Context: an optimization exercise on an open-source flow, tuned for small area. The choices shown serve that exercise and are no tape-out recipe. Where RTL was checked, it was by simulation tests only, not by an equivalence proof against the original. Only the layout flow was run in runs 6 and 7; the RTL was not checked for function there. Power and IR drop assume default switching activity.

==> design/flow/design.v <==
package conv_pkg;
    typedef logic [10-1:0] addr_t;
    typedef logic [10-1:0]  cnt_t;
    typedef logic [12-1:0]  len_t;
    typedef logic [4-1:0] bank_t;
    typedef struct packed {
        logic [1:0] stride;
        logic [2:0] padding;
        logic [4:0] kernel_size;
        cnt_t       in_channels;
        cnt_t       filter_number;
        cnt_t       temporal_length;
    } conv_cfg_t;
    typedef struct packed {
        logic [1:0] stride;
        logic [2:0] padding;
        logic [4:0] kernel_size;
        cnt_t       in_channels;
        cnt_t       filter_number;
        cnt_t       temporal_length;
        logic [2:0] stride_eff;
        len_t       output_length;
        len_t       out_tiles;
        len_t       filter_batches;
    } conv_geom_t;
    typedef struct packed {
        addr_t start_addr;
        addr_t end_addr;
    } addr_win_t;
    typedef enum logic [4:0] {
        S_IDLE,
        S_WEIGHT_REQ,
        S_CHAN_SETUP,
        S_CHAN_SETTLE_A,
        S_CHAN_SETTLE_B,
        S_LOAD,
        S_RUN,
        S_DRAIN,
        S_TILE_INC,
        S_TILE_CHECK,
        S_TILE_SETUP,
        S_TILE_SETTLE,
        S_RESTART,
        S_CHAN_INC,
        S_CHAN_CHECK,
        S_BATCH_INC,
        S_BATCH_CHECK,
        S_DONE
    } seq_state_t;
endpackage
`timescale 1ns/1ps
module conv_ctrl_top
(
    input  logic        clk,
    input  logic        rst,
    input  logic        start,
    input  logic [39:0] cfg,
    input  logic        weight_ack,
    input  logic        load_done,
    input  logic        run_done,
    input  logic        drain_done,
    output logic        weight_req,
    output logic        load_en,
    output logic        load_restart,
    output logic        run_start,
    output logic        drain_en,
    output logic [3:0]  bank_sel,
    output logic [19:0] ifmap_win,
    output logic [19:0] weight_win,
    output logic [19:0] out_win,
    output logic        done_filter,
    output logic        done_all
);
    localparam logic [4:0] S_IDLE  = 5'd0;
    localparam logic [4:0] S_WRL   = 5'd1;
    localparam logic [4:0] S_WRB   = 5'd2;
    localparam logic [4:0] S_WRN   = 5'd3;
    localparam logic [4:0] S_CSL   = 5'd4;
    localparam logic [4:0] S_CSB   = 5'd5;
    localparam logic [4:0] S_CSN   = 5'd6;
    localparam logic [4:0] S_SETA  = 5'd7;
    localparam logic [4:0] S_SETB  = 5'd8;
    localparam logic [4:0] S_LOAD  = 5'd9;
    localparam logic [4:0] S_RUN   = 5'd10;
    localparam logic [4:0] S_DRAIN = 5'd11;
    localparam logic [4:0] S_TINC  = 5'd12;
    localparam logic [4:0] S_TCHK  = 5'd13;
    localparam logic [4:0] S_TSET  = 5'd14;
    localparam logic [4:0] S_TSTL  = 5'd15;
    localparam logic [4:0] S_RSTR  = 5'd16;
    localparam logic [4:0] S_CINC  = 5'd17;
    localparam logic [4:0] S_CCHK  = 5'd18;
    localparam logic [4:0] S_BINC  = 5'd19;
    localparam logic [4:0] S_BCHK  = 5'd20;
    localparam logic [4:0] S_DONE  = 5'd21;
    logic [4:0] state;
    logic [4:0] state_nxt;
    logic [4:0] kern;
    logic [2:0] pad;
    logic [1:0] strd;        
    logic [9:0] len;
    logic [9:0] nch;
    logic [5:0] bat_left;    
    logic [9:0] chan;        
    logic [6:0] tile;        
    logic [9:0] o_b;         
    logic [2:0] pad_left;    
    logic [9:0] i_s, i_e, w_s, w_e, o_s, o_e;
    wire capture = (state == S_IDLE) && start;
    logic [10:0] padded;
    logic [11:0] diff;
    logic        no_out;      
    logic [10:0] span;        
    logic [10:0] q3;
    logic [10:0] olm1;        
    logic [9:0]  olm1w;       
    logic [6:0]  kstep;       
    assign padded = {1'b0, len} + {7'd0, pad, 1'b0};
    assign diff   = {1'b0, padded} - {7'd0, kern};
    assign no_out = diff[11];
    assign span   = diff[10:0];
    always_comb begin
        logic [1:0] r;
        logic [2:0] c;
        r = 2'd0;
        for (int i = 10; i >= 0; i--) begin
            c     = {r, span[i]};
            q3[i] = (c >= 3'd3);
            r     = q3[i] ? 2'(c - 3'd3) : c[1:0];
        end
    end
    always_comb begin
        case (strd)
            2'd2:    olm1 = {1'b0, span[10:1]};
            2'd3:    olm1 = q3;
            default: olm1 = span;
        endcase
    end
    assign olm1w = no_out ? 10'h3ff : olm1[9:0];
    always_comb begin
        case (strd)
            2'd2:    kstep = {1'b0, kern, 1'b0};
            2'd3:    kstep = {2'b0, kern} + {1'b0, kern, 1'b0};
            default: kstep = {2'b0, kern};
        endcase
    end
    logic [9:0] chan_inc;
    assign chan_inc = chan + 10'd1;
    always_comb begin
        state_nxt = state;
        case (state)
            S_IDLE:  if (start) state_nxt = S_WRL;
            S_WRL:   if (weight_ack) state_nxt = S_CSL;
            S_WRB:   if (weight_ack) state_nxt = S_CSB;
            S_WRN:   if (weight_ack) state_nxt = S_CSN;
            S_CSL, S_CSB, S_CSN:
                     state_nxt = no_out ? S_CINC : S_SETA;
            S_SETA:  state_nxt = S_SETB;
            S_SETB:  state_nxt = S_LOAD;
            S_LOAD:  if (load_done) state_nxt = S_RUN;
            S_RUN:   if (run_done) state_nxt = S_DRAIN;
            S_DRAIN: if (drain_done) state_nxt = S_TINC;
            S_TINC:  state_nxt = S_TCHK;
            S_TCHK:  state_nxt = (tile < olm1[10:4]) ? S_TSET : S_CINC;
            S_TSET:  state_nxt = S_TSTL;
            S_TSTL:  state_nxt = S_RSTR;
            S_RSTR:  state_nxt = S_LOAD;
            S_CINC:  state_nxt = S_CCHK;
            S_CCHK: begin
                if (chan_inc < nch)
                    state_nxt = (chan[5:0] == 6'd63) ? S_WRN : S_CSN;
                else
                    state_nxt = S_BINC;
            end
            S_BINC:  state_nxt = S_BCHK;
            S_BCHK:  state_nxt = (bat_left != 6'd0) ? S_WRB : S_DONE;
            S_DONE:  state_nxt = S_IDLE;
            default: state_nxt = S_IDLE;
        endcase
    end
    always_ff @(posedge clk or negedge rst) begin
        if (!rst) state <= S_IDLE;
        else      state <= state_nxt;
    end
    always_ff @(posedge clk) begin
        if (capture) begin
            len  <= cfg[9:0];
            nch  <= cfg[29:20];
            kern <= cfg[34:30];
            pad  <= cfg[37:35];
            strd <= (cfg[39:38] == 2'd0) ? 2'd1 : cfg[39:38];
        end
    end
    always_ff @(posedge clk) begin
        if (capture) begin
            bat_left <= (cfg[19:10] == 10'd0) ? 6'd0 : 6'((cfg[19:10] - 10'd1) >> 4);
        end else if (state == S_BCHK && bat_left != 6'd0) begin
            bat_left <= bat_left - 6'd1;
        end
    end
    wire chan_setup  = (state == S_CSL) || (state == S_CSB) || (state == S_CSN);
    wire chan_first  = (state == S_CSL) || (state == S_CSB);
    wire tile_setup  = (state == S_TSET);
    always_ff @(posedge clk or negedge rst) begin
        if (!rst) begin
            chan[3:0] <= '0;
        end else if (chan_first) begin
            chan[3:0] <= '0;
        end else if (state == S_CSN) begin
            chan[3:0] <= chan_inc[3:0];
        end
    end
    always_ff @(posedge clk) begin
        if (chan_first) begin
            chan[9:4] <= '0;
        end else if (state == S_CSN) begin
            chan[9:4] <= chan_inc[9:4];
        end
    end
    always_ff @(posedge clk or negedge rst) begin
        if (!rst) begin
            tile <= '0;
        end else if (chan_setup) begin
            tile <= '0;
        end else if (tile_setup) begin
            tile <= tile + 7'd1;
        end
    end
    logic [9:0]  i_rm1;
    logic [9:0]  len_m1;
    logic [6:0]  i_step;
    logic        i_pos;
    logic [10:0] i_left;
    assign len_m1 = len - 10'd1;
    assign i_s    = i_e - i_rm1;
    assign i_pos  = ({4'd0, pad_left} <= kstep);
    assign i_step = i_pos ? kstep - {4'd0, pad_left} : 7'd0;
    assign i_left = {1'b0, i_rm1} - {4'd0, i_step};
    always_ff @(posedge clk) begin
        if (chan_setup) begin
            pad_left <= pad;
        end else if (tile_setup) begin
            pad_left <= i_pos ? 3'd0 : 3'(pad_left - kstep);
        end
    end
    always_ff @(posedge clk or negedge rst) begin
        if (!rst) begin
            i_rm1 <= '0;
        end else if (chan_setup) begin
            i_rm1 <= len_m1;
        end else if (tile_setup) begin
            i_rm1 <= ((&i_rm1) || i_left[10]) ? 10'h3ff : i_left[9:0];
        end
    end
    always_ff @(posedge clk or negedge rst) begin
        if (!rst) begin
            i_e <= '0;
        end else if (chan_first) begin
            i_e <= len_m1;
        end else if (state == S_CSN && chan[3:0] == 4'd15) begin
            i_e <= i_e + len;
        end
    end
    logic [5:0] w_km1;
    logic [9:0] kern_m1;
    assign kern_m1 = {5'd0, kern} - 10'd1;
    assign w_e     = w_s + {{4{w_km1[5]}}, w_km1};
    always_ff @(posedge clk or negedge rst) begin
        if (!rst) begin
            w_km1 <= '0;
        end else if (state == S_CSL) begin
            w_km1 <= kern_m1[5:0];
        end
    end
    always_ff @(posedge clk or negedge rst) begin
        if (!rst) begin
            w_s <= '0;
        end else if (chan_first || (state == S_CSN && chan[5:0] == 6'd63)) begin
            w_s <= '0;
        end else if (state == S_CSN) begin
            w_s <= w_e + 10'd1;
        end
    end
    logic [9:0] o_x;         
    assign o_s = {o_b[9:4] + tile[5:0], o_b[3:0]};
    assign o_e = o_b + o_x;
    always_ff @(posedge clk or negedge rst) begin
        if (!rst) begin
            o_b <= '0;
            o_x <= '0;
        end else if (state == S_CSL) begin
            o_b <= '0;
            o_x <= olm1w;
        end else if (state == S_CSB) begin
            o_b <= o_e + 10'd1;
        end
    end
    assign bank_sel     = chan[3:0];
    assign ifmap_win    = {i_s, i_e};
    assign weight_win   = {w_s, w_e};
    assign out_win      = {o_s, o_e};
    assign weight_req   = (state == S_WRL) || (state == S_WRB) || (state == S_WRN);
    assign load_en      = (state == S_LOAD);
    assign load_restart = (state == S_RSTR);
    assign run_start    = (state == S_RUN);
    assign drain_en     = (state == S_DRAIN);
    assign done_filter  = (state == S_BCHK);
    assign done_all     = (state == S_DONE);
endmodule
==> design/flow/flow/run.sh <==
#!/bin/bash
# The standard layout with an area-oriented synthesis mapping:
# ripple-carry adders instead of Kogge-Stone, no full/half-adder cell
# extraction, an area-only ABC script, and the smallest buffer on ports.
# The clock tree uses small clock buffers and no dummy loads.
# Registers are inferred and mapped exactly as in the standard synthesis.
set -euo pipefail
W=$(pwd)
F=$W/flow
{ head -n 1 synth_recipe.tcl; cat $F/abc_proc.tcl; tail -n +2 synth_recipe.tcl; } > $W/flow_synth.tcl
export FLOW_ABC_SCRIPT=$F/abc_area.script
export BUFFER_PORTS_ARGS="-buffer_cell sky130_fd_sc_hd__buf_1"
export CTS_ARGS="-sink_clustering_enable -repair_clock_nets -dont_use_dummy_load \
  -buf_list sky130_fd_sc_hd__clkbuf_4 -root_buf sky130_fd_sc_hd__clkbuf_4 \
  -sink_clustering_size 16 -sink_clustering_max_diameter 60"
bash standard.sh SYNTH_SCRIPT=$W/flow_synth.tcl ADDER_MAP_FILE= \
  "SYNTH_OPERATIONS_ARGS=-extra-map $F/lcu_ripple.v" finish > $W/standard.log 2>&1
==> design/flow/flow/abc_area.script <==
strash
&get -n
&fraig -x
&put
scorr
dc2
strash
dch -f
amap
strash
dch -f
amap
==> design/flow/flow/abc_proc.tcl <==
# Map the logic with this flow's area script in place of ORFS's
proc abc {args} {
  set i [lsearch -exact $args -script]
  if { $i >= 0 } {
    lset args [expr { $i + 1 }] $::env(FLOW_ABC_SCRIPT)
  }
  yosys abc {*}$args
}
==> design/flow/flow/lcu_ripple.v <==
(* techmap_celltype = "$lcu" *)
module _80_lcu_ripple (P, G, CI, CO);
	parameter WIDTH = 2;

	(* force_downto *)
	input [WIDTH-1:0] P, G;
	input CI;

	(* force_downto *)
	output [WIDTH-1:0] CO;

	integer i;
	(* force_downto *)
	reg [WIDTH-1:0] g;

	wire [1023:0] _TECHMAP_DO_ = "proc; opt -fast";

	always @* begin
		g = G;
		g[0] = g[0] | (P[0] & CI);
		for (i = 1; i < WIDTH; i = i + 1)
			g[i] = g[i] | P[i] & g[i - 1];
	end

	assign CO = g;
endmodule
==> design/flow/standard.sh <==
#!/bin/bash
# synth_recipe.tcl (not shown) runs the flow's synth.tcl, then flattens the netlist and writes it again
# the make line also repeats each setting of config.mk as NAME=value (left out here)
make -C /OpenROAD-flow-scripts/flow DESIGN_CONFIG=/design/flow/config.mk WORK_HOME=/design/flow/orfs CLKGATE_MAP_FILE= SYNTH_SCRIPT=/design/flow/synth_recipe.tcl "${@:-finish}"
==> design/flow/config.mk <==
export PLATFORM = sky130hd
export DESIGN_NAME = conv_ctrl_top
export DESIGN_NICKNAME = conv_ctrl_top
export VERILOG_FILES = /design/flow/design.v
export SDC_FILE = /design/flow/constraint.sdc
export NUM_CORES = 4
export LEC_CHECK = 0
export CAP_MARGIN = 20
export CORE_MARGIN = 2
export CORE_UTILIZATION = 85
export SLEW_MARGIN = 20
==> design/flow/constraint.sdc <==
create_clock -name core_clock -period 30.0 [get_ports {clk}]
set_input_delay 6.0000 -clock core_clock [delete_from_list [all_inputs] [get_ports {clk}]]
set_output_delay 6.0000 -clock core_clock [all_outputs]
set_load 0.01 [all_outputs]
==> results of run 1 <==
## cells in the mapped netlist, types with 3 or more instances
cell type,count
nand3_1,9
a21oi_1,76
o32ai_1,31
or3_1,3
nor4_1,8
o21a_1,36
a222oi_1,6
nor3_1,18
edfxtp_1,39
dfrtp_1,72
dfxtp_1,6
o22ai_1,51
a22oi_1,39
buf_4,8
a211oi_1,8
nand2_1,102
and2_0,3
o221ai_1,4
o21ai_0,116
nor2_1,182
a221oi_1,4
nor2b_1,7
clkinv_1,152
## logic make-up after synthesis
family                    count (synthesis)  share of synthesized area
xor gates and xnor gates                  1                    0.00116
and+or+nand+nor                         339                      0.182
AOI/OAI and AO/OA                       387                      0.323
DFF                                     117                      0.409
buffers and inverters                   161                     0.0840
==> out/qor.csv, run 1 <==
stage,metric,value,unit
synthesis,synthTopCellsByArea,"dfrtp_1 24%, edfxtp_1 15%, nor2_1 9.0%",
synthesis,yosysUniqueCellTypes,43,
synthesis,synth_ff_type,dfrtp_1,
synthesis,ys_async_sr_fraction,0.615,
synthesis,avgSynthCellArea,7.52,um2
die,dieWidth,98.3,um
synthesis,ys_seq_area_frac,0.409,
synthesis,netlist_area,7560,um2
synthesis,ys_ff_latch,117,
synthesis,yosysTopAreaCellShare,0.238,
run_status,failed_stage,3_1_place_gp_skip_io,
synthesis,synth_top_cell_by_area,dfrtp_1,
synthesis,synth_warnings,1,
synthesis,syn_inst,1005,
run_status,status,aborted with a tool error,
synthesis,synth_edf_count,39,
synthesis,syn_nets,1052,
die,die_h,98.3,um
die,std_cell_rows,34,
run_status,first-error,[ERROR GPL-0301] Utilization 102.551 % exceeds 100%.,
die,start_util,0.871,
==> run 2: changes to the inputs <==
--- a/design/flow/config.mk
+++ b/design/flow/config.mk
@@ -9,3 +9,3 @@
 export CORE_MARGIN = 2
-export CORE_UTILIZATION = 85
+export CORE_UTILIZATION = 70
 export SLEW_MARGIN = 20
==> out/qor.csv, run 2 <==
stage,metric,value,unit,change
finish,syn_to_final_growth,9.50,%,
placed_design,gp_congestion,0.984,,
finish,final_common_cell,nor2_1,,
cts,cts_setup_buffers,0,,
timing,hold_viol,0,,
timing,setup_violations,0,,
global_routing,met3_usage,0.0708,,
die,die_area,11600,um2,
global_routing,gr-usage-all-layers,0.336,,
detailed_routing,drc,0,,
timing,layout_min_cycle_time,9490,ps,
cts,cts_max_level,4,,
power,peakVddDrop,0.0732,mV,
cts,clock_path_buffers,2,,
detailed_routing,first_pass_iters,8,,
cts,cts_buffers,17,,
global_routing,grt_max_degree,73,,
worst_setup_path,critPathKind,register to output pin,,
cts,root_buffer,clkbuf_4,,
cts,cts_resized,0,,
hold_path,hp-class,register to register,,
die,io_pins,118,,
synthesis,syn_nets,1052,,unchanged
run_status,status,"complete, no violations",,
global_routing,grt_pass1_vias,6998,,
die,dieWidth,108,um,+9.8%
synthesis,synthTopCellsByCount,"182 x nor2_1, 152 x clkinv_1, 116 x o21ai_0, 102 x nand2_1, 76 x a21oi_1",,
worst_setup_path,start_kind,register,,
synthesis,yosysMostFrequentCell,nor2_1,,
die,start_util,0.725,,-0.145
worst_setup_path,worst-path-max-fanout,4,,
die,die_h,108,um,+9.8%
synthesis,synth_top_cell_by_area,dfrtp_1,,
placed_design,dp_cells,1254,,
finish,stdcell_count,1271,,
finish,nFillCells,810,,
synthesis,yosysUniqueCellTypes,43,,unchanged
worst_setup_path,crit_required,24000,ps,
synthesis,synth_warnings,1,,unchanged
synthesis,synth_xor_area_frac,0.00116,,unchanged
detailed_routing,drt-wirelength-per-cell,15.1,um,
synthesis,ys_ff_latch,117,,unchanged
synthesis,ys_async_sr_fraction,0.615,,unchanged
finish,multi_input_area,3830,um2,
synthesis,synthMuxAreaShare,0,,unchanged
finish,drive_above_1_share,0.0211,,
synthesis,netlist_area,7560,um2,unchanged
finish,layout_common_cells,"182 x nor2_1, 152 x clkinv_1, 116 x o21ai_0, 116 x buf_1, 102 x nand2_1",,
cts,cts_tree,yes,,
cts,path_clk_slew,100,ps,
synthesis,synthTopCellsByArea,"dfrtp_1 24%, edfxtp_1 15%, nor2_1 9.0%",,
finish,fin_nets,1184,,
timing,max_freq,0.105,GHz,
die,std_cell_rows,37,,+8.8%
synthesis,avgSynthCellArea,7.52,um2,unchanged
finish,seq_area,3090,um2,
finish,n_antenna_cell,0,,
synthesis,yosys.area_share.simple,0.182,,unchanged
power,total_power,0.922,mW,
synthesis,synthAdderAreaFrac,0,,unchanged
timing,fin_skew,41.0,ps,
timing,relSlewSlack,0.336,,
timing,finalSetupTns,0,ps,
placed_design,portBuffers,117,,
detailed_routing,vias,7820,,
detailed_routing,drt_iter0_drc,772,,
global_routing,antenna_found_initial,0,,
synthesis,synth_ff_type,dfrtp_1,,
global_routing,grt.met2_usage,0.557,,
placed_design,dpl.hpwl,14400,um,
global_routing,grt_pass1_wl,30900,um,
synthesis,syn_inst,1005,,unchanged
timing,worst_pin_slew,993,ps,
worst_setup_path,cp-end-kind,output pin,,
global_routing,busiest_layer,met2,,
global_routing,grt_overflow_total,0,,
die,core_area,10400,um2,
timing,drv_slew,0,,
timing,fin_crit_sh,0.316,,
worst_setup_path,r2r_cells,48,,
synthesis,synth_top_family_by_area,compound AO/OA/AOI/OAI gates,,
worst_setup_path,arrival,3490,ps,
power,p_leak,2.94,nW,
global_routing,grtUsageMet1,0.427,,
timing,rsz0062_at_grt,no,,
hold_path,whs_path_depth,2,,
detailed_routing,viasPerCell,6.15,,
run,maxCapViolCount,0,,
power,pwr_density_cell,111,nW/um2,
synthesis,synth_edf_count,39,,unchanged
detailed_routing,routed_wl,19100,um,
cts,clk-insertion-delay-late,520,ps,
synthesis,synth-compound-area-share,0.323,,unchanged
cts,cts.sinks,117,,
synthesis,yosysTopAreaCellShare,0.238,,unchanged
cts,hold_buffers,0,,
synthesis,ys_seq_area_frac,0.409,,unchanged
detailed_routing,ant_nets,0,,
-- run 2: metal layers --
metal,vias to the layer above,share of wire
li1,3898,-
met1,3510,0.42
met2,351,0.47
met3,61,0.080
met4,0,0.032
met5,-,0
-- run 2: power by group --
part / total [mW] / internal, mW / switching (mW)
Clock: 0.0747 / 0.0258 / 0.0488
Sequential: 0.266 / 0.220 / 0.0465
Combinational: 0.581 / 0.201 / 0.381
Total: 0.922 / 0.446 / 0.476
-- run 2: worst max-delay path, stage by stage (launching register included) --
cell      delay (ps)
dfrtp_1          380
clkinv_1         110
o22ai_1          280
o22ai_1          140
nand2_1          110
o21ai_0          110
nand2_1          100
o21ai_0          110
nand2_1          100
o21ai_0          110
nand2_1          100
o21ai_0          110
nand2_1          100
o21ai_0          100
nand2_1           80
o21ai_0          120
o32ai_1          360
nor2_1            70
a21oi_1          210
buf_1            180
-- run 2: logic make-up (layout without fill, tap and decap cells) --
| group | count (synthesis) | count (layout) |
|---|---|---|
| compound gates | 387 | 387 |
| flops | 117 | 117 |
| xor+xnor | 1 | 1 |
| buf+inv | 161 | 291 |
| simple gates | 339 | 339 |
-- run 2: final timing paths --
kind                       slack [ps]                 start                   end
setup / recovery                20510    w_s[1]$_DFFE_PN0P_         weight_win[9]
hold / removal                    480  chan[7]$_SDFFE_PP0P_  chan[7]$_SDFFE_PP0P_
setup reg to reg                22710     kern[2]$_DFFE_PP_    o_x[0]$_DFFE_PN0N_
hold reg to reg                   480  chan[7]$_SDFFE_PP0P_  chan[7]$_SDFFE_PP0P_
max in group asynchronous       23750                   rst   tile[1]$_DFFE_PN0P_
min in group asynchronous        5620                   rst  i_rm1[6]$_DFFE_PN0P_
-- run 2: final cells by class --
| cell class | instances | share of cell area |
|---|---|---|
| clock buffers | 17 | 0.0154 |
| well taps | 136 | 0.0206 |
| repair buffers | 122 | 0.0581 |
| multi-input cells | 727 | 0.463 |
| flip-flops and latches | 117 | 0.374 |
| inverters | 152 | 0.0690 |
-- run 2: per-stage QoR --
stage          cell area [um2]  hold slack (ps)  setup WS (ps)  utilization
2_1_floorplan             7560              441          21450            -
3_3_place_gp              8150              458          21300        0.782
3_5_place_dp              8150              459          21140        0.782
4_1_cts                   8270              481          20530        0.794
5_1_grt                   8270              525          20090        0.794
6_report                  8270              480          20510        0.794
==> run 3: changes to the inputs <==
==> design/flow/flow/abc_area.script (replaced) <==
strash
&get -n
&fraig -x
&put
scorr
dc2
strash
dch -f
amap -F 20 -A 20
strash
dch -f
amap -F 20 -A 20
==> out/qor.csv, run 3 <==
stage,metric,value,unit,change
die,start_util,0.720,,-0.00542
detailed_routing,routed_wl,19600,um,+2.4%
cts,clk-insertion-delay-late,560,ps,+40 ps
timing,max_freq,0.101,GHz,-4.4%
synthesis,synth_warnings,1,,unchanged
synthesis,synthTopCellsByArea,"dfrtp_1 24%, edfxtp_1 16%, o22ai_1 10%",,
die,io_pins,118,,unchanged
worst_setup_path,arrival,3930,ps,+440 ps
timing,setup_violations,0,,unchanged
synthesis,syn_inst,981,,-2.4%
power,p_leak,2.93,nW,-0.57%
timing,finalSetupTns,0,ps,unchanged
detailed_routing,drt_iter0_drc,752,,-2.6%
synthesis,yosysTopAreaCellShare,0.243,,+0.00504
cts,cts_setup_buffers,0,,unchanged
detailed_routing,drc,0,,unchanged
finish,drive_above_1_share,0.0225,,+0.00134
synthesis,ys_async_sr_fraction,0.615,,unchanged
global_routing,grt_overflow_total,0,,unchanged
synthesis,yosysMostFrequentCell,nor2_1,,
worst_setup_path,start_kind,register,,
power,peakVddDrop,0.0872,mV,+19%
finish,n_antenna_cell,0,,unchanged
worst_setup_path,cp-end-kind,output pin,,
synthesis,synth_top_cell_by_area,dfrtp_1,,
worst_setup_path,crit_required,24000,ps,about the same
synthesis,yosysUniqueCellTypes,42,,-2.3%
global_routing,grt_max_degree,73,,unchanged
global_routing,antenna_found_initial,0,,unchanged
timing,hold_viol,0,,unchanged
synthesis,synth_ff_type,dfrtp_1,,
run_status,status,"complete, no violations",,
cts,cts_resized,0,,unchanged
run,maxCapViolCount,0,,unchanged
timing,relSlewSlack,0.303,,-0.0328
worst_setup_path,cpPeakStageDelay,430,ps,+50 ps
power,pwr_density_cell,112,nW/um2,+0.83%
synthesis,syn_nets,1028,,-2.3%
placed_design,gp_congestion,0.919,,-6.6%
detailed_routing,drt-wirelength-per-cell,15.7,um,+4.3%
cts,cts_max_level,4,,unchanged
synthesis,synthTopCellsByCount,"183 x nor2_1, 158 x clkinv_1, 122 x a21oi_1, 121 x o22ai_1, 81 x o21ai_0",,
cts,cts.sinks,117,,unchanged
cts,cts_tree,yes,,
worst_setup_path,cpMaxStageDelayCell,dfrtp_1,,
global_routing,grt_pass1_wl,31500,um,+2.1%
die,std_cell_rows,37,,unchanged
timing,worst_pin_slew,1040,ps,+49.0 ps
timing,drv_slew,0,,unchanged
die,die_area,11400,um2,-2.0%
worst_setup_path,crit_chain,o21ai_0 > clkinv_1 > a22oi_1 > nor2_1 > a21oi_1 > nor2_1 > a21oi_1 > nor2_1 > a21oi_1 > nor2_1 > a21oi_1 > nor2_1 > a21oi_1 > nor2_1 > a21oi_1 > nor2_1 > a21oi_1 > nand2_1 > o21ai_0 > clkinv_1 > buf_1,,
detailed_routing,viasPerCell,6.33,,+2.9%
placed_design,dpl.hpwl,14300,um,-0.39%
finish,final_common_cell,nor2_1,,
detailed_routing,first_pass_iters,9,,+1
synthesis,ys_ff_latch,117,,unchanged
worst_setup_path,critPathKind,register to output pin,,
die,core_area,10300,um2,-1.3%
detailed_routing,vias,7902,,+1.0%
placed_design,portBuffers,117,,unchanged
die,dieWidth,107,um,-1.0%
power,total_power,0.913,mW,-1.0%
cts,path_clk_slew,90,ps,about the same
global_routing,gr-usage-all-layers,0.351,,+0.0144
finish,fin_nets,1161,,-1.9%
synthesis,synth_edf_count,39,,unchanged
timing,layout_min_cycle_time,9930,ps,+440 ps
hold_path,hp-class,register to register,,
finish,layout_common_cells,"182 x nor2_1, 158 x clkinv_1, 122 x a21oi_1",,
die,die_h,107,um,-1.0%
synthesis,avgSynthCellArea,7.54,um2,+0.33%
detailed_routing,ant_nets,0,,unchanged
timing,rsz0062_at_grt,no,,
cts,root_buffer,clkbuf_4,,
finish,syn_to_final_growth,9.76,%,
cts,clock_path_buffers,2,,unchanged
cts,hold_buffers,0,,unchanged
timing,fin_crit_sh,0.331,,+0.0147
synthesis,ys_seq_area_frac,0.418,,+0.00865
cts,cts_buffers,17,,unchanged
synthesis,netlist_area,7400,um2,-2.1%
timing,fin_skew,47.0,ps,+6.05 ps
global_routing,grt_pass1_vias,6958,,-0.57%
worst_setup_path,worst-path-max-fanout,5,,+1
==> run 3: cell count changes in the layout (fill, tap and decap cells not counted), sizes merged, moves of 20 or more <==
cell,change
o21ai,-35
o21a,-29
nand2,-46
o22ai,+70
a22oi,-20
a21oi,+46
o32ai,-23
==> run 3: through the flow <==
stage	instance area [um2]	instances	worst slack [ps]	hold slack, ps	util
finish	8120	1248	20070	490	0.790
global route	8120	1248	19520	512	0.790
CTS	8120	1248	20070	490	0.790
detailed placement	7990	1231	20760	476	0.778
global placement	7990	1231	20920	473	0.778
floorplan	7400	981	21230	458	-
==> run 3: critical path: cells and delay by family (launching register included) <==
kind,cells,cell delay (ps)
buffers and inverters,3,440
AOI/OAI and AO/OA,10,1880
DFF,1,430
and+or+nand+nor,8,650
==> run 3: final cells by class <==
cell class,instances,area [um2]
clock buffers,17,128
fillers,774,2160
inverters,158,593
multi-input cells,697,3650
flip-flops and latches,117,3090
well taps,136,170
repair buffers,123,485
==> run 3: final timing paths <==
| kind | endpoint | depth (start not counted) | startpoint | slack [ps] |
|---|---|---|---|---|
| worst max-delay path | out_win[9] | 21 | o_b[1]$_DFFE_PN0P_ | 20070 |
| worst min-delay path | chan[7]$_SDFFE_PP0P_ | 2 | chan[7]$_SDFFE_PP0P_ | 490 |
| worst max register to register | state[2]$_DFFE_PN0P_ | 48 | kern[2]$_DFFE_PP_ | 22510 |
| worst min register to register | chan[7]$_SDFFE_PP0P_ | 2 | chan[7]$_SDFFE_PP0P_ | 490 |
| max in group asynchronous | i_e[5]$_DFFE_PN0P_ | 2 | rst | 23690 |
| min in group asynchronous | w_s[3]$_DFFE_PN0P_ | 2 | rst | 5670 |
==> run 3: cells by family (layout without fill, tap and decap cells) <==
group | count (synthesis) | in the layout | share of synthesized area
compound gates | 411 | 411 | 0.336
simple gates | 286 | 286 | 0.157
buf+inv | 167 | 298 | 0.0888
flops | 117 | 117 | 0.418
==> run 3: metal layers <==
layer  wire [um]  GRT usage  share of wire
met4         585      0.156          0.030
met2        9190      0.571           0.47
met3        1810     0.0784          0.092
met5           0          0              0
met1        8020      0.451           0.41
==> run 3: power breakdown <==
part | internal [mW] | switching (mW)
combinational | 0.193 | 0.373
clock | 0.0257 | 0.0510
sequential | 0.218 | 0.0518
total | 0.437 | 0.476
==> run 4: changes to the inputs <==
--- a/design/flow/flow/run.sh
+++ b/design/flow/flow/run.sh
@@ -13,4 +13,4 @@
 export CTS_ARGS="-sink_clustering_enable -repair_clock_nets -dont_use_dummy_load \
-  -buf_list sky130_fd_sc_hd__clkbuf_4 -root_buf sky130_fd_sc_hd__clkbuf_4 \
-  -sink_clustering_size 16 -sink_clustering_max_diameter 60"
+  -buf_list sky130_fd_sc_hd__clkbuf_8 -root_buf sky130_fd_sc_hd__clkbuf_8 \
+  -sink_clustering_size 30 -sink_clustering_max_diameter 120"
 bash standard.sh SYNTH_SCRIPT=$W/flow_synth.tcl ADDER_MAP_FILE= \
==> design/flow/flow/abc_area.script (replaced) <==
strash
&get -n
&fraig -x
&put
scorr
dc2
strash
dch -f
amap
strash
dch -f
amap
==> out/qor.csv, run 4 <==
stage,metric,value,unit,change
run_status,status,"complete, no violations",,
placed_design,dpl.hpwl,14400,um,+0.39%
synthesis,synthTopCellsByCount,"182 x nor2_1, 152 x clkinv_1, 116 x o21ai_0, 102 x nand2_1, 76 x a21oi_1",,
worst_setup_path,arrival,3500,ps,-430 ps
die,core_area,10400,um2,+1.4%
placed_design,gp_congestion,0.984,,+7.1%
cts,clk-insertion-delay-late,450,ps,-110 ps
worst_setup_path,worst-path-buf-inv,2,,-1
finish,syn_to_final_growth,10.9,%,
timing,setup_violations,0,,unchanged
finish,final_common_cell,nor2_1,,
cts,cts_buffers,17,,unchanged
synthesis,avgSynthCellArea,7.52,um2,-0.32%
global_routing,antenna_found_initial,0,,unchanged
timing,max_freq,0.105,GHz,+4.5%
die,start_util,0.725,,+0.00542
detailed_routing,drt-wirelength-per-cell,15.3,um,-2.4%
timing,layout_min_cycle_time,9500,ps,-430 ps
die,dieWidth,108,um,+1.0%
synthesis,synthTopCellsByArea,"dfrtp_1 24%, edfxtp_1 15%, nor2_1 9.0%",,
placed_design,dp_cells,1254,,+1.9%
synthesis,synthMuxAreaShare,0,,unchanged
synthesis,yosysUniqueCellTypes,43,,+2.4%
cts,path_clk_slew,70,ps,-20 ps
cts,cts_setup_buffers,0,,unchanged
finish,n_antenna_cell,0,,unchanged
power,peakVddDrop,0.0768,mV,-12%
worst_setup_path,cpPeakStageDelay,360,ps,-70 ps
global_routing,grt_max_degree,73,,unchanged
finish,drive_above_1_share,0.0211,,-0.00134
synthesis,yosysMostFrequentCell,nor2_1,,
detailed_routing,vias,7936,,+0.43%
die,io_pins,118,,unchanged
worst_setup_path,critPathTopFamily,compound AO/OA/AOI/OAI gates,,
hold_path,hp-class,register to register,,
timing,hold_viol,0,,unchanged
synthesis,synth-compound-area-share,0.323,,-0.0128
cts,hold_buffers,0,,unchanged
synthesis,syn_inst,1005,,+2.4%
global_routing,grt_pass1_wl,31300,um,-0.64%
die,std_cell_rows,37,,unchanged
synthesis,synth_warnings,1,,unchanged
synthesis,synth_top_cell_by_area,dfrtp_1,,
synthesis,synth_top_family_by_area,compound AO/OA/AOI/OAI gates,,
synthesis,synthAdderAreaFrac,0,,unchanged
detailed_routing,first_pass_iters,6,,-3
placed_design,portBuffers,117,,unchanged
timing,finalSetupTns,0,ps,unchanged
detailed_routing,routed_wl,19500,um,-0.58%
cts,clock_path_buffers,2,,unchanged
finish,fin_nets,1184,,+2.0%
timing,rsz0062_at_grt,no,,
synthesis,yosysTopAreaCellShare,0.238,,-0.00504
finish,layout_common_cells,"182 x nor2_1, 152 x clkinv_1, 116 x o21ai_0, 116 x buf_1, 102 x nand2_1",,
power,p_leak,2.99,nW,+2.1%
synthesis,ys_ff_latch,117,,unchanged
worst_setup_path,crit_required,24000,ps,about the same
global_routing,gr-usage-all-layers,0.343,,-0.00799
detailed_routing,drc,0,,unchanged
synthesis,synth_edf_count,39,,unchanged
synthesis,yosys.area_share.simple,0.182,,+0.0251
synthesis,netlist_area,7560,um2,+2.1%
worst_setup_path,worst-path-max-fanout,4,,-1
worst_setup_path,crit_chain,clkinv_1 > o22ai_1 > o22ai_1 > nand2_1 > o21ai_0 > nand2_1 > o21ai_0 > nand2_1 > o21ai_0 > nand2_1 > o21ai_0 > nand2_1 > o21ai_0 > nand2_1 > o21ai_0 > o32ai_1 > nor2_1 > a21oi_1 > buf_1,,
worst_setup_path,cp-end-kind,output pin,,
cts,cts_max_level,4,,unchanged
timing,fin_crit_sh,0.317,,-0.0143
detailed_routing,drt_iter0_drc,817,,+8.6%
timing,drv_slew,0,,unchanged
timing,worst_pin_slew,955,ps,-86.7 ps
timing,relSlewSlack,0.363,,+0.0603
worst_setup_path,critPathKind,register to output pin,,
detailed_routing,ant_nets,0,,unchanged
synthesis,synth_ff_type,dfrtp_1,,
synthesis,syn_nets,1052,,+2.3%
cts,cts_resized,0,,unchanged
synthesis,synth_xor_area_frac,0.00116,,+0.00116
detailed_routing,viasPerCell,6.24,,-1.4%
worst_setup_path,start_kind,register,,
die,die_h,108,um,+1.0%
power,pwr_density_cell,114,nW/um2,+1.2%
run,maxCapViolCount,0,,unchanged
global_routing,grt_overflow_total,0,,unchanged
finish,stdcell_count,1271,,+1.8%
global_routing,grt_pass1_vias,7054,,+1.4%
cts,root_buffer,clkbuf_8,,
timing,fin_skew,27.0,ps,-20.0 ps
synthesis,ys_async_sr_fraction,0.615,,unchanged
cts,cts.sinks,117,,unchanged
cts,cts_tree,yes,,
synthesis,ys_seq_area_frac,0.409,,-0.00865
worst_setup_path,cpMaxStageDelayCell,dfrtp_1,,
die,die_area,11600,um2,+2.0%
run 4: final timing paths:
path | start | endpoint | slack [ps] | depth (start not counted)
max | w_km1[1]$_DFFE_PN0N_ | weight_win[9] | 20500 | 19
min | chan[8]$_SDFFE_PP0P_ | chan[8]$_SDFFE_PP0P_ | 510 | 2
max reg2reg | kern[2]$_DFFE_PP_ | o_x[0]$_DFFE_PN0N_ | 22720 | 48
min reg2reg | chan[8]$_SDFFE_PP0P_ | chan[8]$_SDFFE_PP0P_ | 510 | 2
max in group asynchronous | rst | w_km1[0]$_DFFE_PN0N_ | 23650 | 1
min in group asynchronous | rst | state[2]$_DFFE_PN0P_ | 5670 | 1
run 4: per-layer routing:
metal,track usage,routed length (um),vias up
met3,0.0781,1630,86
met5,0,0,-
li1,-,-,3897
met1,0.428,7990,3562
met4,0.145,702,0
met2,0.573,9170,391
run 4: cells by family after synthesis:
| logic type | Yosys count |
|---|---|
| AOI/OAI and AO/OA | 387 |
| and+or+nand+nor | 339 |
| buffers and inverters | 161 |
| DFF | 117 |
| xor gates and xnor gates | 1 |
run 4: where the power goes:
part	switching [mW]	internal [mW]	total, mW
Clock	0.0537	0.0496	0.103
Combinational	0.382	0.201	0.583
Sequential	0.0470	0.220	0.267
run 4: layout make-up:
type / instances / area [um2]
flip-flops and latches: 117 / 3090
multi-input cells: 727 / 3830
fillers: 777 / 2040
repair buffers: 122 / 480
clock buffers: 17 / 234
inverters: 152 / 571
well taps: 136 / 170
run 4: tightest hold or removal path, cell delays in order, from the launching register on:
cell,delay (ps)
dfxtp_1,300
clkinv_1,70
o22ai_1,80
run 4: stage by stage:
stage	setup WS [ps]	util	total power, mW	hold WS [ps]	cell area [um2]
finish	20500	0.805	0.953	505	8380
CTS	20560	0.805	0.943	505	8380
detailed placement	21140	0.782	0.839	459	8150
global placement	21300	0.782	0.820	458	8150
floorplan	21450	-	0.689	441	7560
global route	20150	0.805	1.03	520	8380
==> run 5: changes to the inputs <==
--- a/design/flow/design.v
+++ b/design/flow/design.v
@@ -103,2 +103,4 @@
     logic [5:0] bat_left;    
+    logic       bat_part;    
+    logic       bat_more;
     logic [9:0] chan;        
@@ -109,2 +111,3 @@
     wire capture = (state == S_IDLE) && start;
+    assign bat_more = (bat_left[5:1] != 5'd0) || (bat_left[0] && bat_part);
     logic [10:0] padded;
@@ -175,3 +178,3 @@
             S_BINC:  state_nxt = S_BCHK;
-            S_BCHK:  state_nxt = (bat_left != 6'd0) ? S_WRB : S_DONE;
+            S_BCHK:  state_nxt = bat_more ? S_WRB : S_DONE;
             S_DONE:  state_nxt = S_IDLE;
@@ -195,4 +198,5 @@
         if (capture) begin
-            bat_left <= (cfg[19:10] == 10'd0) ? 6'd0 : 6'((cfg[19:10] - 10'd1) >> 4);
-        end else if (state == S_BCHK && bat_left != 6'd0) begin
+            bat_left <= cfg[19:14];
+            bat_part <= (cfg[13:10] != 4'd0);
+        end else if (state == S_BCHK && bat_more) begin
             bat_left <= bat_left - 6'd1;
@@ -263,11 +267,11 @@
     end
-    logic [5:0] w_km1;
-    logic [9:0] kern_m1;
-    assign kern_m1 = {5'd0, kern} - 10'd1;
-    assign w_e     = w_s + {{4{w_km1[5]}}, w_km1};
+    logic [4:0] w_kern;      
+    logic [9:0] w_next;
+    assign w_next = w_s + {5'd0, w_kern};
+    assign w_e    = w_next - 10'd1;
     always_ff @(posedge clk or negedge rst) begin
         if (!rst) begin
-            w_km1 <= '0;
+            w_kern <= 5'd1;
         end else if (state == S_CSL) begin
-            w_km1 <= kern_m1[5:0];
+            w_kern <= kern;
         end
@@ -280,3 +284,3 @@
         end else if (state == S_CSN) begin
-            w_s <= w_e + 10'd1;
+            w_s <= w_next;
         end
--- a/design/flow/flow/run.sh
+++ b/design/flow/flow/run.sh
@@ -13,4 +13,4 @@
 export CTS_ARGS="-sink_clustering_enable -repair_clock_nets -dont_use_dummy_load \
-  -buf_list sky130_fd_sc_hd__clkbuf_8 -root_buf sky130_fd_sc_hd__clkbuf_8 \
-  -sink_clustering_size 30 -sink_clustering_max_diameter 120"
+  -buf_list sky130_fd_sc_hd__clkbuf_4 -root_buf sky130_fd_sc_hd__clkbuf_4 \
+  -sink_clustering_size 16 -sink_clustering_max_diameter 60"
 bash standard.sh SYNTH_SCRIPT=$W/flow_synth.tcl ADDER_MAP_FILE= \
==> design/flow/flow/abc_area.script (replaced) <==
strash
&get -n
&fraig -x
&put
scorr
dc2
strash
dch -f
amap -F 20 -A 20
strash
dch -f
amap -F 20 -A 20
==> out/qor.csv, run 5 <==
stage,metric,value,unit,change
cts,path_clk_slew,110,ps,+40 ps
timing,drv_slew,0,,unchanged
placed_design,portBuffers,117,,unchanged
global_routing,gr-usage-all-layers,0.345,,+0.00225
detailed_routing,routed_wl,18700,um,-4.2%
synthesis,synth_top_cell_by_area,dfrtp_1,,
timing,hold_viol,0,,unchanged
worst_setup_path,cp-end-kind,output pin,,
run_status,status,"complete, no violations",,
timing,layout_setup_ws,20200,ps,-293 ps
detailed_routing,ant_nets,0,,unchanged
die,die_h,106,um,-1.9%
die,dieWidth,106,um,-1.9%
timing,layout_min_cycle_time,9800,ps,+293 ps
cts,hold_buffers,0,,unchanged
synthesis,syn_nets,1006,,-4.4%
die,core_area,10200,um2,-2.2%
detailed_routing,drt_iter0_drc,810,,-0.86%
global_routing,grt_pass1_wl,30800,um,-1.7%
worst_setup_path,worst-path-max-fanout,4,,unchanged
cts,clock_path_buffers,2,,unchanged
synthesis,yosysUniqueCellTypes,42,,-2.3%
synthesis,synth_warnings,1,,unchanged
cts,clk-insertion-delay-late,550,ps,+100 ps
cts,cts_buffers,17,,unchanged
detailed_routing,drt-wirelength-per-cell,15.2,um,-0.89%
cts,cts.sinks,117,,unchanged
timing,fin_crit_sh,0.327,,+0.00978
finish,fin_nets,1142,,-3.5%
synthesis,synth_edf_count,40,,+2.6%
detailed_routing,vias,7585,,-4.4%
cts,cts_resized,0,,unchanged
finish,drive_above_1_share,0.0256,,+0.00447
power,peakVddDrop,0.0992,mV,+29%
finish,final_common_cell,nor2_1,,
cts,cts_tree,yes,,
worst_setup_path,crit_required,24000,ps,about the same
timing,fin_skew,35.8,ps,+8.82 ps
detailed_routing,viasPerCell,6.17,,-1.2%
worst_setup_path,start_kind,register,,
synthesis,yosysMostFrequentCell,nor2_1,,
timing,worst_pin_slew,967,ps,+12.1 ps
synthesis,ys_async_sr_fraction,0.607,,-0.00855
synthesis,synthTopCellsByCount,"169 x nor2_1, 163 x clkinv_1, 118 x o22ai_1, 117 x a21oi_1, 80 x o21ai_0",,
worst_setup_path,arrival,3800,ps,+300 ps
power,p_leak,2.93,nW,-2.0%
synthesis,syn_inst,959,,-4.6%
die,die_area,11200,um2,-3.7%
global_routing,grt_pass1_vias,6817,,-3.4%
placed_design,gp_congestion,0.946,,-3.8%
synthesis,ys_ff_latch,117,,unchanged
cts,cts_setup_buffers,0,,unchanged
synthesis,yosysTopAreaCellShare,0.241,,+0.00256
cts,root_buffer,clkbuf_4,,
finish,n_antenna_cell,0,,unchanged
finish,syn_to_final_growth,10.2,%,
synthesis,synth_ff_type,dfrtp_1,,
synthesis,netlist_area,7270,um2,-3.8%
power,pwr_density_cell,113,nW/um2,-0.36%
global_routing,grt_overflow_total,0,,unchanged
synthesis,ys_seq_area_frac,0.426,,+0.0171
timing,rsz0062_at_grt,no,,
finish,layout_common_cells,"169 x nor2_1, 163 x clkinv_1, 118 x o22ai_1",,
synthesis,avgSynthCellArea,7.58,um2,+0.81%
timing,setup_violations,0,,unchanged
timing,finalSetupTns,0,ps,unchanged
synthesis,synthTopCellsByArea,"dfrtp_1 24%, edfxtp_1 17%, o22ai_1 10%",,
run,maxCapViolCount,0,,unchanged
die,io_pins,118,,unchanged
placed_design,place_ws,20820,ps,-322 ps
die,start_util,0.714,,-0.0118
global_routing,antenna_found_initial,0,,unchanged
detailed_routing,drc,0,,unchanged
timing,max_freq,0.102,GHz,-3.0%
die,std_cell_rows,37,,unchanged
detailed_routing,first_pass_iters,6,,unchanged
placed_design,dpl.hpwl,13700,um,-4.9%
cts,cts_max_level,4,,unchanged
worst_setup_path,critPathKind,register to output pin,,
timing,relSlewSlack,0.353,,-0.0104
global_routing,grt_max_degree,72,,-1.4%
hold_path,hp-class,register to register,,
==> run 5: changes by cell type after synthesis, sizes merged, moves of 4 or more <==
| cell | delta |
|---|---|
| nor4 | -5 |
| a22oi | -25 |
| nor3 | -4 |
| o22ai | +67 |
| a21oi | +41 |
| a21o | +10 |
| nand2 | -37 |
| and3 | +4 |
| clkinv | +11 |
| nor2 | -13 |
| nor2b | -6 |
| o32ai | -29 |
| o21a | -34 |
| o21ai | -36 |
==> run 5: final cells by class <==
class	instances	area, um2
multi-input combinational	670	3490
sequential	117	3100
fill	814	2170
inverter	163	612
timing repair buffer	126	508
tap	136	170
clock buffer	17	128
==> run 5: cells by family (layout without fill, tap and decap cells) <==
kind of cell,count (synthesis),count (layout),synth area share
AO/OA/AOI/OAI,392,392,0.325
AND/OR/NAND/NOR,278,278,0.156
buffers and inverters,172,306,0.0930
flip-flops,117,117,0.426
==> run 5: worst paths after layout <==
kind                                 startpoint              endpoint  slack (ps)  cells past startpoint
max                          w_s[1]$_DFFE_PN0P_         weight_win[9]       20200                     17
min                        chan[4]$_SDFFE_PN0P_  chan[4]$_SDFFE_PN0P_         480                      2
max reg2reg                   kern[2]$_DFFE_PP_  state[0]$_DFFE_PN0P_       22360                     45
min reg2reg                chan[4]$_SDFFE_PN0P_  chan[4]$_SDFFE_PN0P_         480                      2
max in group asynchronous                   rst    o_b[5]$_DFFE_PN0N_       23720                      2
min in group asynchronous                   rst   chan[2]$_DFFE_PN0N_        5680                      2
==> run 5: per-stage QoR <==
step / power, mW / cell area, um2 / cells / util / hold slack, ps
after floorplan: 0.671 / 7270 / 959 / - / 448
after global placement: 0.803 / 7880 / 1212 / 0.774 / 455
after detailed placement: 0.819 / 7880 / 1212 / 0.774 / 463
after CTS: 0.897 / 8010 / 1229 / 0.786 / 480
after global routing: 0.989 / 8010 / 1229 / 0.786 / 499
final: 0.908 / 8010 / 1229 / 0.786 / 482
==> run 5: routing by layer <==
layer / global-route usage / routed length, um / share of wire / vias up
met5: 0 / 0 / 0 / -
met4: 0.153 / 488 / 0.026 / 0
met3: 0.0699 / 1400 / 0.075 / 47
met2: 0.554 / 8700 / 0.47 / 365
met1: 0.456 / 8090 / 0.43 / 3400
li1: - / - / - / 3773
==> run 5: worst max-delay path: stages, from the launching register on <==
cell	delay [ps]
dfrtp_1	410
clkinv_1	110
o22ai_1	240
clkinv_1	140
a22oi_1	230
nor2_1	100
a21oi_1	170
nor2_1	80
a21oi_1	170
nor2_1	80
a21oi_1	160
a21oi_1	120
or3_1	370
or3_1	430
nor2_1	180
nand2_1	60
o21ai_0	70
buf_1	170
==> run 5: report_power, final <==
| part | switching, mW | leakage [nW] | internal, mW |
|---|---|---|---|
| Combinational | 0.371 | 1.54 | 0.193 |
| Sequential | 0.0483 | 1.31 | 0.220 |
| Clock | 0.0501 | 0.0782 | 0.0257 |
==> run 6: changes to the inputs <==
--- a/design/flow/design.v
+++ b/design/flow/design.v
@@ -232,4 +232,4 @@
     end
-    logic [9:0]  i_rm1;
-    logic [9:0]  len_m1;
+    logic [9:0]  i_e1;       
+    logic [9:0]  i_rem;
     logic [6:0]  i_step;
@@ -237,7 +237,7 @@
     logic [10:0] i_left;
-    assign len_m1 = len - 10'd1;
-    assign i_s    = i_e - i_rm1;
+    assign i_e    = i_e1 - 10'd1;
+    assign i_s    = i_e1 - i_rem;
     assign i_pos  = ({4'd0, pad_left} <= kstep);
     assign i_step = i_pos ? kstep - {4'd0, pad_left} : 7'd0;
-    assign i_left = {1'b0, i_rm1} - {4'd0, i_step};
+    assign i_left = {1'b0, i_rem} - {4'd0, i_step};
     always_ff @(posedge clk) begin
@@ -251,7 +251,7 @@
         if (!rst) begin
-            i_rm1 <= '0;
+            i_rem <= 10'd1;
         end else if (chan_setup) begin
-            i_rm1 <= len_m1;
+            i_rem <= len;
         end else if (tile_setup) begin
-            i_rm1 <= ((&i_rm1) || i_left[10]) ? 10'h3ff : i_left[9:0];
+            i_rem <= i_left[10] ? 10'd0 : i_left[9:0];
         end
@@ -260,7 +260,7 @@
         if (!rst) begin
-            i_e <= '0;
+            i_e1 <= 10'd1;
         end else if (chan_first) begin
-            i_e <= len_m1;
+            i_e1 <= len;
         end else if (state == S_CSN && chan[3:0] == 4'd15) begin
-            i_e <= i_e + len;
+            i_e1 <= i_e1 + len;
         end
--- a/design/flow/config.mk
+++ b/design/flow/config.mk
@@ -9,3 +9,3 @@
 export CORE_MARGIN = 2
-export CORE_UTILIZATION = 70
+export CORE_UTILIZATION = 78
 export SLEW_MARGIN = 20
==> out/qor.csv, run 6 <==
stage,metric,value,unit,change
run_status,status,"complete, no violations",,
worst_setup_path,crit_chain,clkinv_1 > o22ai_1 > clkinv_1 > a22oi_1 > nor2_1 > a21oi_1 > nor2_1 > a21oi_1 > nor2_1 > a21oi_1 > a21oi_1 > or3_1 > or3_1 > nor2_1 > nand2_1 > o21ai_0 > buf_1,,
synthesis,synth_edf_count,40,,unchanged
power,pwr_density_cell,114,nW/um2,+0.55%
power,p_switching,0.473,mW,+0.88%
finish,stdcell_area,7960,um2,-0.66%
finish,layout_common_cells,"176 x nor2_1, 160 x clkinv_1, 116 x buf_1",,
detailed_routing,drt-wirelength-per-cell,16.3,um,+7.5%
power,total_power,0.907,mW,-0.11%
run,maxCapViolCount,0,,unchanged
timing,layout_min_cycle_time,9820,ps,+19.3 ps
detailed_routing,viasPerCell,6.57,,+6.5%
finish,syn_to_final_growth,9.58,%,
cts,path_clk_slew,100,ps,about the same
cts,cts.sinks,117,,unchanged
worst_setup_path,start_kind,register,,
die,std_cell_rows,35,,-5.4%
die,die_h,100,um,-5.1%
power,seq_power_share,0.292,,-0.003
timing,fin_crit_sh,0.327,,+0.000643
synthesis,syn_nets,1003,,-0.30%
finish,seq_area,3100,um2,about the same
worst_setup_path,cpMaxStageDelayCell,or3_1,,
die,core_area,9150,um2,-10%
synthesis,avgSynthCellArea,7.60,um2,+0.23%
power,power_frac_comb,0.623,,+0.002
synthesis,synth-compound-area-share,0.320,,-0.00437
finish,fin_util,0.869,,+0.0830
synthesis,synthAdderAreaFrac,0,,unchanged
finish,fin_nets,1137,,-0.44%
placed_design,dp_cells,1182,,-2.5%
cts,clk-insertion-delay-late,540,ps,about the same
hold_path,hp-class,register to register,,
global_routing,grt_pass1_vias,6970,,+2.2%
timing,max_freq,0.102,GHz,-0.20%
finish,final_common_cell,nor2_1,,
worst_setup_path,critPathKind,register to output pin,,
detailed_routing,ant_nets,0,,unchanged
worst_setup_path,arrival,3820,ps,+20 ps
die,die_area,10100,um2,-9.9%
detailed_routing,drt_iter0_drc,772,,-4.7%
synthesis,synth_ff_type,dfrtp_1,,
placed_design,place_ws,20740,ps,-80.9 ps
cts,hold_buffers,0,,unchanged
global_routing,gr-usage-all-layers,0.398,,+0.0529
power,pwr-share-clk,0.085,,about the same
synthesis,netlist_area,7260,um2,about the same
synthesis,ys_seq_area_frac,0.427,,+0.000712
die,io_pins,118,,unchanged
cts,root_buffer,clkbuf_4,,
timing,layout_setup_ws,20180,ps,-19.3 ps
cts,cts_tree,yes,,
synthesis,yosys.area_share.simple,0.161,,+0.00513
cts,clock_path_buffers,2,,unchanged
timing,rsz0062_at_grt,no,,
timing,hold_viol,0,,unchanged
worst_setup_path,cpPeakStageDelay,420,ps,about the same
timing,finalSetupTns,0,ps,unchanged
power,internal_power,0.434,mW,-1.2%
synthesis,synth_top_cell_by_area,dfrtp_1,,
global_routing,grt_max_degree,72,,unchanged
timing,worst_pin_slew,946,ps,-21.1 ps
timing,holdWs,499,ps,+16.3 ps
cts,cts_setup_buffers,0,,unchanged
synthesis,synthTopCellsByArea,"dfrtp_1 23%, edfxtp_1 17%, nor2_1 9.1%",,
synthesis,ys_async_sr_fraction,0.607,,unchanged
synthesis,yosysTopAreaCellShare,0.234,,-0.00668
synthesis,yosysMostFrequentCell,nor2_1,,
placed_design,gp_congestion,0.922,,-2.6%
timing,drv_slew,0,,unchanged
timing,relSlewSlack,0.367,,+0.0141
worst_setup_path,worst-path-max-fanout,4,,unchanged
finish,multi_input_area,3500,um2,about the same
synthesis,syn_inst,956,,-0.31%
finish,n_antenna_cell,0,,unchanged
global_routing,grt_pass1_wl,31900,um,+3.7%
placed_design,place_area,7830,um2,-0.67%
die,start_util,0.793,,+0.0798
timing,setup_violations,0,,unchanged
cts,cts_max_level,4,,unchanged
detailed_routing,vias,7878,,+3.9%
synthesis,synth_top_family_by_area,compound AO/OA/AOI/OAI gates,,
detailed_routing,first_pass_iters,9,,+3
global_routing,grt_overflow_total,0,,unchanged
finish,stdcell_count,1199,,-2.4%
worst_setup_path,cp-end-kind,output pin,,
finish,nFillCells,524,,-36%
worst_setup_path,crit_required,24000,ps,about the same
detailed_routing,routed_wl,19600,um,+4.8%
power,peakVddDrop,0.104,mV,+5.2%
placed_design,dpl.hpwl,14400,um,+5.1%
cts,cts_resized,0,,unchanged
cts,cts_buffers,17,,unchanged
power,p_leak,2.93,nW,+0.27%
synthesis,synthTopCellsByCount,"176 x nor2_1, 160 x clkinv_1, 115 x a21oi_1, 102 x o22ai_1, 76 x o21ai_0",,
synthesis,synth_xor_area_frac,0,,unchanged
detailed_routing,drc,0,,unchanged
synthesis,yosysUniqueCellTypes,41,,-2.4%
synthesis,synthMuxAreaShare,0,,unchanged
synthesis,synth_warnings,1,,unchanged
finish,drive_above_1_share,0.0257,,+0.000118
power,switching_share,0.522,,+0.00509
global_routing,antenna_found_initial,0,,unchanged
timing,fin_skew,38.1,ps,+2.28 ps
synthesis,ys_ff_latch,117,,unchanged
die,dieWidth,100,um,-5.1%
placed_design,portBuffers,117,,unchanged
[run 6: area by class of cell]
type / count / share of cell area
multi-input combinational: 670 / 0.439
timing repair buffer: 124 / 0.0619
tap: 111 / 0.0175
clock buffer: 17 / 0.0160
sequential: 117 / 0.390
inverter: 160 / 0.0755
[run 6: worst max-delay path, delay by kind of cell (launching register included)]
| kind | cells | cell delay (ps) |
|---|---|---|
| buf+inv | 3 | 410 |
| flops | 1 | 410 |
| compound gates | 7 | 1130 |
| simple gates | 7 | 1330 |
[run 6: final timing paths]
path	from	depth (start not counted)	end	slack (ps)
min reg2reg	chan[4]$_SDFFE_PN0P_	2	chan[4]$_SDFFE_PN0P_	500
max	w_s[1]$_DFFE_PN0P_	17	weight_win[9]	20180
max reg2reg	kern[2]$_DFFE_PP_	50	o_x[0]$_DFFE_PN0N_	22210
min	chan[4]$_SDFFE_PN0P_	2	chan[4]$_SDFFE_PN0P_	500
max in group asynchronous	rst	2	tile[2]$_DFFE_PN0P_	23710
min in group asynchronous	rst	2	w_s[3]$_DFFE_PN0P_	5680
[run 6: kinds of logic after synthesis]
kind of cell,Yosys count
compound gates,383
simple gates,287
buf+inv,169
flops,117
[run 6: power groups by stage]
stage	sequential [mW]	combinational [mW]	clock, mW
CTS	0.262	0.553	0.0758
global placement	0.262	0.525	0
global route	0.270	0.630	0.0830
floorplan	0.256	0.408	0
finish	0.265	0.565	0.0769
detailed placement	0.265	0.545	0
[run 6: layer usage]
layer	vias up	global-route usage	wire length, um
met5	-	0	0
met1	3526	0.509	7620
li1	3726	-	-
met3	105	0.0895	1880
met4	0	0.153	669
met2	521	0.665	9420
==> run 7: changes to the inputs <==
--- a/design/flow/config.mk
+++ b/design/flow/config.mk
@@ -9,3 +9,4 @@
 export CORE_MARGIN = 2
-export CORE_UTILIZATION = 78
+export CORE_UTILIZATION = 70
+export GPL_TIMING_DRIVEN = 0
 export SLEW_MARGIN = 20
==> out/qor.csv, run 7 <==
stage,metric,value,unit,change
run_status,status,"complete, no violations",,
worst_setup_path,critPathLaunch,w_s[1]$_DFFE_PN0P_,,
finish,stdcell_count,1228,,+2.4%
placed_design,gp_congestion,0.976,,+5.8%
synthesis,synth_ff_type,dfrtp_1,,
finish,seq_area,3100,um2,unchanged
detailed_routing,routed_wl,17600,um,-10%
synthesis,yosysTopAreaCellShare,0.234,,unchanged
timing,hold_viol,0,,unchanged
synthesis,syn_inst,956,,unchanged
detailed_routing,ant_nets,0,,unchanged
timing,fin_skew,40.3,ps,+2.18 ps
power,power_frac_comb,0.618,,-0.005
worst_setup_path,start_kind,register,,
die,die_h,106,um,+5.3%
global_routing,grt_pass1_vias,6370,,-8.6%
die,die_area,11200,um2,+11%
global_routing,busiest_layer,met2,,
cts,clk-insertion-delay-late,600,ps,+60 ps
power,peakVddDrop,0.0688,mV,-34%
placed_design,place_area,7920,um2,+1.1%
cts,cts_max_level,4,,unchanged
synthesis,avgSynthCellArea,7.60,um2,unchanged
cts,root_buffer,clkbuf_4,,
die,dieWidth,106,um,+5.3%
global_routing,grtUsageMet1,0.431,,-0.0781
die,std_cell_rows,37,,+5.7%
timing,finalSetupTns,0,ps,unchanged
power,internal_power,0.433,mW,-0.16%
timing,relSlewSlack,0.345,,-0.0222
power,p_leak,2.97,nW,+1.1%
global_routing,gr-usage-all-layers,0.323,,-0.0748
placed_design,dpl.hpwl,13400,um,-6.8%
cts,cts.sinks,117,,unchanged
timing,fin_crit_sh,0.327,,about the same
worst_setup_path,cp-end-kind,output pin,,
synthesis,synthTopCellsByCount,"176 x nor2_1, 160 x clkinv_1, 115 x a21oi_1, 102 x o22ai_1, 76 x o21ai_0",,
hold_path,worstHoldStart,chan[7]$_SDFFE_PN0P_,,
synthesis,yosysUniqueCellTypes,41,,unchanged
cts,clock_path_buffers,2,,unchanged
worst_setup_path,critPathKind,register to output pin,,
finish,stdcell_area,8040,um2,+1.1%
finish,drive_above_1_share,0.0302,,+0.00448
power,switching_share,0.513,,-0.00880
synthesis,syn_nets,1003,,unchanged
global_routing,grt_max_degree,36,,-50%
finish,fin_util,0.790,,-0.0796
global_routing,antenna_found_initial,0,,unchanged
detailed_routing,viasPerCell,6.11,,-7.0%
finish,fin_nets,1141,,+0.35%
finish,final_common_cell,nor2_1,,
detailed_routing,drt_iter0_drc,674,,-13%
synthesis,ys_seq_area_frac,0.427,,unchanged
timing,layout_setup_ws,20180,ps,-8.70 ps
timing,layout_min_cycle_time,9820,ps,+8.70 ps
synthesis,yosysMostFrequentCell,nor2_1,,
die,core_area,10200,um2,+11%
cts,cts_tree,yes,,
worst_setup_path,arrival,3820,ps,about the same
synthesis,synth_top_cell_by_area,dfrtp_1,,
cts,hold_buffers,0,,unchanged
global_routing,grt.met2_usage,0.529,,-0.137
detailed_routing,drc,0,,unchanged
finish,layout_common_cells,"175 x nor2_1, 159 x clkinv_1, 117 x buf_1",,
synthesis,synth_edf_count,40,,unchanged
synthesis,synthTopCellsByArea,"dfrtp_1 23%, edfxtp_1 17%, nor2_1 9.1%",,
detailed_routing,drt-wirelength-per-cell,14.4,um,-12%
synthesis,ys_ff_latch,117,,unchanged
global_routing,grt_pass1_wl,28900,um,-9.5%
global_routing,grt_overflow_total,0,,unchanged
timing,drv_slew,0,,unchanged
worst_setup_path,worst-path-max-fanout,4,,unchanged
cts,cts_setup_buffers,0,,unchanged
timing,holdWs,483,ps,-15.5 ps
cts,cts_resized,0,,unchanged
detailed_routing,vias,7500,,-4.8%
placed_design,dp_cells,1211,,+2.5%
power,total_power,0.889,mW,-2.0%
finish,nFillCells,754,,+44%
power,pwr_density_cell,111,nW/um2,-3.0%
run,maxCapViolCount,0,,unchanged
cts,path_clk_slew,80,ps,-20 ps
timing,rsz0062_at_grt,no,,
synthesis,synth_warnings,1,,unchanged
die,io_pins,118,,unchanged
synthesis,ys_async_sr_fraction,0.607,,unchanged
timing,setup_violations,0,,unchanged
placed_design,place_ws,20820,ps,+85.9 ps
power,seq_power_share,0.296,,+0.004
timing,worst_pin_slew,979,ps,+33.2 ps
finish,multi_input_area,3500,um2,about the same
die,start_util,0.713,,-0.0804
worst_setup_path,timing.rr.start,kern[2]$_DFFE_PP_,,
placed_design,portBuffers,117,,unchanged
finish,syn_to_final_growth,10.8,%,
timing,max_freq,0.102,GHz,about the same
power,pwr-share-clk,0.086,,about the same
detailed_routing,first_pass_iters,6,,-3
global_routing,met3_usage,0.0847,,-0.00473
power,p_switching,0.456,mW,-3.6%
synthesis,netlist_area,7260,um2,unchanged
worst_setup_path,crit_required,24000,ps,about the same
finish,n_antenna_cell,0,,unchanged
cts,cts_buffers,17,,unchanged
hold_path,hp-class,register to register,,
-- run 7: path summary, 6_finish.rpt --
kind                       slack (ps)                    end  depth (start not counted)
max reg2reg                     22350     o_x[0]$_DFFE_PN0N_                         50
max                             20180          weight_win[9]                         17
max in group asynchronous       23890  w_kern[0]$_DFFE_PN1N_                          3
min reg2reg                       480   chan[7]$_SDFFE_PN0P_                          2
min in group asynchronous        5340     w_s[0]$_DFFE_PN0P_                          1
min                               480   chan[7]$_SDFFE_PN0P_                          2
-- run 7: metal layers --
metal / wire (um) / part of all wire
met5: 0 / 0
met4: 284 / 0.016
met3: 1320 / 0.075
met2: 8190 / 0.46
met1: 7820 / 0.44
-- run 7: area by class of cell --
class                   count  share of cell area
clock buffers              17              0.0159
inverters                 160              0.0748
plain buffers               9             0.00793
flip-flops and latches    117               0.386
repair buffers            119              0.0597
multi-input cells         670               0.435
well taps                 136              0.0212
-- run 7: power by group through the flow --
stage                     clock network, mW  logic [mW]  registers, mW
after CTS                            0.0767       0.542          0.262
after floorplan                           0       0.408          0.256
after global placement                    0       0.524          0.263
final                                0.0762       0.550          0.263
after global routing                 0.0827       0.617          0.270
after detailed placement                  0       0.539          0.265
-- run 7: cell families (layout without fill, tap and decap cells) --
kind of cell / count (synthesis) / after routing / synth area share
flops: 117 / 117 / 0.427
simple gates: 287 / 287 / 0.161
compound gates: 383 / 383 / 0.320
buf+inv: 169 / 305 / 0.0915
-- run 7: critical path: stages (launching register included) --
cell	delay [ps]
dfrtp_1	400
clkinv_1	100
o22ai_1	200
clkinv_1	130
a22oi_1	220
nor2_1	90
a21oi_1	160
nor2_1	80
a21oi_1	170
nor2_1	80
a21oi_1	190
a21oi_1	130
or3_1	370
or3_1	430
nor2_1	210
nand2_1	70
o21ai_0	70
buf_1	160

static timing again, ports no longer ideal:
In the flow no input, the clock included, has a driving cell. The finished layouts below were timed again as built, in two steps. Step 1 sets driving cells, clkbuf_16 on the clock port and buf_2 on the other inputs (assumed; they add their load-dependent delay and slew). Step 2 moves the port delays by t, midway between the first and last clock arrival at a register: inputs arrive t later, outputs are due t later. That takes back most of the time a late clock gives input paths. Three values: ideal ports, drivers, drivers and shift; two values: the first two.
run	t, ns	slack for setup (ns)	latest minus earliest clock arrival (ns)	pins driven straight from the clock port
run 2	0.539	20.508 / 20.472 / 21.011	0.042 / 0.042	1
run 3	0.574	20.067 / 20.031 / 20.605	0.048 / 0.048	1
run 4	0.475	20.497 / 20.460 / 20.935	0.028 / 0.028	1
run 5	0.571	20.204 / 20.169 / 20.739	0.037 / 0.037	1
run 6	0.562	20.185 / 20.150 / 20.713	0.053 / 0.053	1
run 7	0.615	20.176 / 20.142 / 20.757	0.043 / 0.044	1
After both steps every run listed still meets setup and hold.
